This is an optimization exercise on Yosys and OpenROAD, whose aim is small area, a short achievable clock period and few clock cycles per item, not a production implementation. The RTL was checked by simulation tests, not by an equivalence proof against the original design.

## flow/design.v (module list and top-level ports; edited modules follow where they fit)
// module asl_cordic: 328 lines
// module asl_slew_mul: 1828 lines
// module angle_slew_limiter_unit: 1471 lines
module angle_slew_limiter_unit
(
    input  logic                                   clk,
    input  logic                                   rst_n,
    input  logic                                   cfg_valid,
    output logic                                   cfg_ready,
    input  logic [asl_pkg::RATE_W-1:0]             cfg_max_rate,
    input  logic                                   frame_valid,
    output logic                                   frame_ready,
    input  logic signed [asl_pkg::VEC_WIDTH-1:0]   frame_tgt_x,
    input  logic signed [asl_pkg::VEC_WIDTH-1:0]   frame_tgt_y,
    input  logic signed [asl_pkg::VEC_WIDTH-1:0]   frame_src_x,
    input  logic signed [asl_pkg::VEC_WIDTH-1:0]   frame_src_y,
    input  logic [asl_pkg::STAMP_W-1:0]            frame_stamp_us,
    output logic                                   result_valid,
    input  logic                                   result_ready,
    output logic signed [asl_pkg::OUT_ANGLE_W-1:0] result_angle,
    output logic                                   result_was_limited,
    output logic                                   result_was_held
);
  // ...
==> flow/run.sh <==
#!/bin/bash
# synth_recipe.tcl (not shown) runs the flow's synth.tcl, then flattens the netlist and writes it again
# the make line also repeats each setting of config.mk as NAME=value (left out here)
make -C /OpenROAD-flow-scripts/flow DESIGN_CONFIG=/design/flow/config.mk WORK_HOME=/design/flow/orfs CLKGATE_MAP_FILE= SYNTH_SCRIPT=/design/flow/synth_recipe.tcl finish
==> flow/config.mk <==
export PLATFORM = sky130hd
export DESIGN_NAME = angle_slew_limiter_unit
export DESIGN_NICKNAME = angle_slew_limiter_unit
export VERILOG_FILES = /design/flow/design.v
export SDC_FILE = /design/flow/constraint.sdc
export NUM_CORES = 4
export LEC_CHECK = 0
export ABC_AREA = 1
export ABC_CLOCK_PERIOD_IN_PS = 4000
export CAP_MARGIN = 20
export CORE_MARGIN = 2
export CORE_UTILIZATION = 45
export SETUP_SLACK_MARGIN = 3.3
export SLEW_MARGIN = 20
==> flow/constraint.sdc <==
create_clock -name core_clock -period 7.5 [get_ports {clk}]
set_input_delay 1.5000 -clock core_clock [delete_from_list [all_inputs] [get_ports {clk}]]
set_output_delay 1.5000 -clock core_clock [all_outputs]
set_load 0.01 [all_outputs]
==> flow_summary_export.csv, run 1 <==
group,metric,value,unit
logic_synthesis,synth_commonest_cells,"nand2_1 (1779), inv_1 (1583), dfxtp_1 (1283)",
drt,drt_iter0_markers,4665,
logic_synthesis,synth_xor_area_share,12.4,%
placed_design,numPlacedInstances,14600,
global_route,top_usage_layer,"met2",
worst_setup_path,start_kind,"flop",
run_status,status,"complete, no violations",
cells_and_area,drive_above_1_share,8.61,%
worst_setup_path,ff2ff_path_depth,23,
drt,wl_per_cell,17.4,um
drt,wl_met2,127000,um
cells_and_area,mostFrequentLayoutCells,"nand2_1 (1716), inv_1 (1544), dfxtp_1 (1245), xor2_1 (1154), ha_1 (860)",
drt,antenna_left,0,
timing,fin_skew,0.0833,ns
cells_and_area,ff_latch_area,37300,um^2
global_route,grt_usage,21.8,%
drt,wl_met1,117000,um
hold_path,hold_start,"u_cor_t.rd_10[9]$_DFF_P_",
floorplanning,die_w,485,um
cells_and_area,postLayoutCoreUtil,51.8,%
drt,totalWireLength,263000,um
cells_and_area,final_area,119000,um^2
hold_path,min_path_cells,0,
placed_design,dp_slack,2.13,ns
logic_synthesis,ys_types,85,
timing,tightest_slew,1.11,ns
cts,htree_levels,4,
timing,min_period,4.23,ns
cells_and_area,fillers,21000,
cells_and_area,dominant_cells,"multi-input gates",
drt,met3WireLength,12400,um
cells_and_area,multi_input_area_share,51.8,%
floorplanning,core_area,230000,um^2
global_route,grt.overflow.total,0,
Testbench counts, summed over its fixed seeds: cycles 2,560, items 2,048.
==> inputs of run 2 (changes only) <==
--- a/flow/config.mk
+++ b/flow/config.mk
@@ -8,3 +8,3 @@
 export ABC_AREA = 1
-export ABC_CLOCK_PERIOD_IN_PS = 4000
+export ABC_CLOCK_PERIOD_IN_PS = 4500
 export CAP_MARGIN = 20
==> run 2 against run 1 <==
Compared with the run above:
- sequential cell count unchanged
- utilization unchanged
- die area unchanged
- sequential share of layout area unchanged
- still clean
- first-iteration DRC count unchanged
- final area unchanged
- final cell count unchanged
- non-clock buffer count unchanged
- via count unchanged
==> flow_summary_export.csv, run 2 <==
group,metric,value,unit
run_status,status,"complete, no violations",
cells_and_area,largest_reg_flops,270,
cells_and_area,mostFrequentLayoutCells,"nand2_1 (1716), inv_1 (1544), dfxtp_1 (1245), xor2_1 (1154), ha_1 (860)",
cts,cts_hold_buf,0,
cells_and_area,nets,13500,
timing,tns,0,ns
timing,finalMaxSlewViolations,0,
timing,timing_hold_violations_final,0,
global_route,grt_pass1_wl,416000,um
global_route,antenna_found_initial,9,
logic_synthesis,async_flop_share,6.77,%
global_route,grt_pass1_vias,79000,
logic_synthesis,ys_seq_area_share,35.7,%
cells_and_area,largest_register,"mem",
timing,fmax,0.236,GHz
floorplanning,die_w,485,um
cts,clockBufferDepth,3,
global_route,grt_usage,21.8,%
drt,drt-pass1-iter-count,9,
logic_synthesis,synth_area,104000,um^2
logic_synthesis,yosys-top-cells-area,"dfxtp_1 (25%), ha_1 (11%), fa_1 (11%), xor2_1 (9.8%), edfxtp_1 (8.3%)",
timing,fin_skew,0.0833,ns
hold_path,min_path_type,"flop to flop",
flow_run,maxCapViolCount,0,
cells_and_area,largest_registers,"mem: 270 flops, lim_p: 180 flops",
drt,routed_via_density,5.16,
floorplanning,num_rows,176,
floorplanning,io_pins,154,
global_route,grt_max_degree,76,
cells_and_area,drive_above_1_share,8.61,%
logic_synthesis,yosys_warnings,6,
drt,antenna_left,0,
logic_synthesis,yosysMostFrequentCell,"nand2_1",
placed_design,numPlacedInstances,14600,
worst_setup_path,criticalPathCategory,"flop to flop",
cts,cts.sinks,1685,
logic_synthesis,synth_commonest_cells,"nand2_1 (1779), inv_1 (1583), dfxtp_1 (1283)",
cts,clk_pin_slew_worst_paths,0.06,ns
logic_synthesis,synthCells,11600,
worst_setup_path,start_kind,"flop",
drt,drt_iter0_markers,4665,
drt,drcViolationCount,0,
timing,rsz0062_at_grt,"yes",
cts,cts_tree,"done",
logic_synthesis,synth_nets,13200,
timing,fin_crit_sh,56.4,%
drt,wl_per_cell,17.4,um
worst_setup_path,cp-end-kind,"flop",
worst_setup_path,ff2ff_path_depth,23,
worst_setup_path,crit_end,"mem[12][16]$_DFFE_PP_",
logic_synthesis,synth_area_leader_cell,"dfxtp_1",
logic_synthesis,ys_types,85,
timing,whs,0.256,ns
cells_and_area,final_common_cell,"nand2_1",
cells_and_area,areaGrowthSynthToFinish,14.5,%
logic_synthesis,synth_edf_count,288,
floorplanning,core_area,230000,um^2
logic_synthesis,synth_top_cell_area_share,24.7,%
worst_setup_path,worstPathArrival,4.81,ns
worst_setup_path,path_max_fanout,7,
worst_setup_path,crit_required,8.08,ns
cts,cts_root_buffer,"clkbuf_16",
floorplanning,dieHeight,485,um
timing,slew-limit-headroom,25.5,%
cts,tritoncts.num_buffers,187,
worst_setup_path,rr_endpoint,"mem[12][16]$_DFFE_PP_",
logic_synthesis,syn_avg_cell_area,8.98,um^2
logic_synthesis,synth_top_flop_cell,"dfxtp_1",
floorplanning,fp.dieArea,235000,um^2
drt,totalWireLength,263000,um
floorplanning,start_util,45.3,%
worst_setup_path,startpoint,"cur_q[1]$_DFFE_PN0P_",
cts,insertion_delay,0.86,ns
global_route,grt.overflow.total,0,
worst_setup_path,r2r_start,"cur_q[1]$_DFFE_PN0P_",
placed_design,dpl.hpwl,196000,um
placed_design,gp_congestion,0.909,
drt,dr_total_vias,77900,
logic_synthesis,yosys_register_bits,1685,
timing,min_period,4.23,ns
timing,finalSetupViolCount,0,
placed_design,port_buffers,152,
cells_and_area,final_cells,15100,
cts,htree_levels,4,
worst_setup_path,r2r_slack,3.27,ns
timing,tightest_slew,1.11,ns
-- run 2: logic make-up (layout without fill, tap and decap cells) --
group	Yosys count	count (layout)	share of synthesized area, %
AOI/OAI and AO/OA	1824	1826	10.2
xor gates and xnor gates	1471	1471	12.4
adders and majority gates	1442	1442	21.3
buffers and inverters	1883	2351	6.85
DFF	1685	1685	35.7
muxes	4	4	0.0421
other	1	4	0.00360
and+or+nand+nor	3281	3290	13.5
-- run 2: through the flow --
stage | utilization, % | setup slack, ns | instance area (um^2)
after detailed placement | 47.4 | 2.13 | 109000
after global placement | 47.4 | 2.27 | 109000
final | 51.8 | 3.27 | 119000
after floorplan | - | 3.12 | 104000
after CTS | 50.8 | 3.29 | 117000
after global routing | 51.8 | 3.16 | 119000
-- run 2: worst min path at each step --
stage	startpoint	end	cells past startpoint
finish	u_cor_t.rd_10[9]$_DFF_P_	dt_w[9]$_DFF_P_	0
global route	u_cor_t.rd_10[9]$_DFF_P_	dt_w[9]$_DFF_P_	0
CTS	u_cor_t.rd_10[9]$_DFF_P_	dt_w[9]$_DFF_P_	0
detailed placement	held_p[13]$_DFF_P_	held_p[14]$_DFF_P_	0
global placement	u_cor_s.rd_7[7]$_DFF_P_	u_cor_s.rd_8[7]$_DFF_P_	0
floorplan	u_cor_s.rd_10[0]$_DFF_P_	ds_w[0]$_DFF_P_	0
-- run 2: layout make-up --
| class | instances | area, um^2 |
|---|---|---|
| repair inverters | 1 | 7.51 |
| diodes | 3 | 7.51 |
| fillers | 21000 | 111000 |
| multi-input cells | 8034 | 61600 |
| clock inverters | 104 | 1330 |
| well taps | 3026 | 3790 |
| clock buffers | 242 | 5180 |
| flip-flops and latches | 1685 | 37300 |
| inverters | 1619 | 6160 |
| repair buffers | 385 | 3720 |
-- run 2: repair_timing --
item / CTS / global route
cloned: 6 / 12
resized for setup: 178 / 334
setup endpoints to repair: 380 / 425
setup buffers: 66 / 100
pin swaps: 27 / 114
-- run 2: worst max-delay path: stages (launching register included) --
cell and delay (ns):
dfrtp_2 0.39, clkinvlp_4 0.14, ha_4 0.19, ha_4 0.25, a31o_4 0.16, a21oi_4 0.05, o221a_4 0.24, o31ai_4 0.30
buf_4 0.17, nor2_4 0.03, or2_4 0.27, buf_6 0.12, ha_4 0.25, nand2_2 0.04, nand3b_1 0.27, nand2_4 0.21
buf_12 0.12, clkbuf_16 0.15, nand2_2 0.05, o21ai_2 0.06, nand2_2 0.08, nand3_4 0.09, a21boi_4 0.12, clkbuf_16 0.19
-- run 2: routing by layer --
layer / GRT usage [%] / routed length [um] / up-vias / part of all wire (%)
met5: 0 / 56 / - / 0.021
met4: 6.55 / 7820 / 8 / 3.0
met2: 37.5 / 127000 / 1878 / 48
met3: 2.77 / 12400 / 472 / 4.7
li1: - / - / 38500 / -
met1: 28.5 / 117000 / 37100 / 44

## separate check: timing with driven ports
How much do the figures lean on ideal ports? The routed layouts below were timed once more, with nothing changed but the port constraints.
Step 1, drivers: a clkbuf_16 drives clk and a buf_2 each remaining input, both assumed.
Step 2 also shifts input and output timing later by t, the mid clock arrival at the registers, as if the neighbouring blocks saw the same clock.
Three values: ideal ports, drivers, drivers and shift; two values: the first two.
run	shift t [ns]	setup slack, ns	worst slew at a driven data input, ns
run 1	0.915	3.271 / 3.271 / 2.698	0.09
run 2	0.915	3.271 / 3.271 / 2.698	0.09
After both steps setup and hold are still met in every run listed.
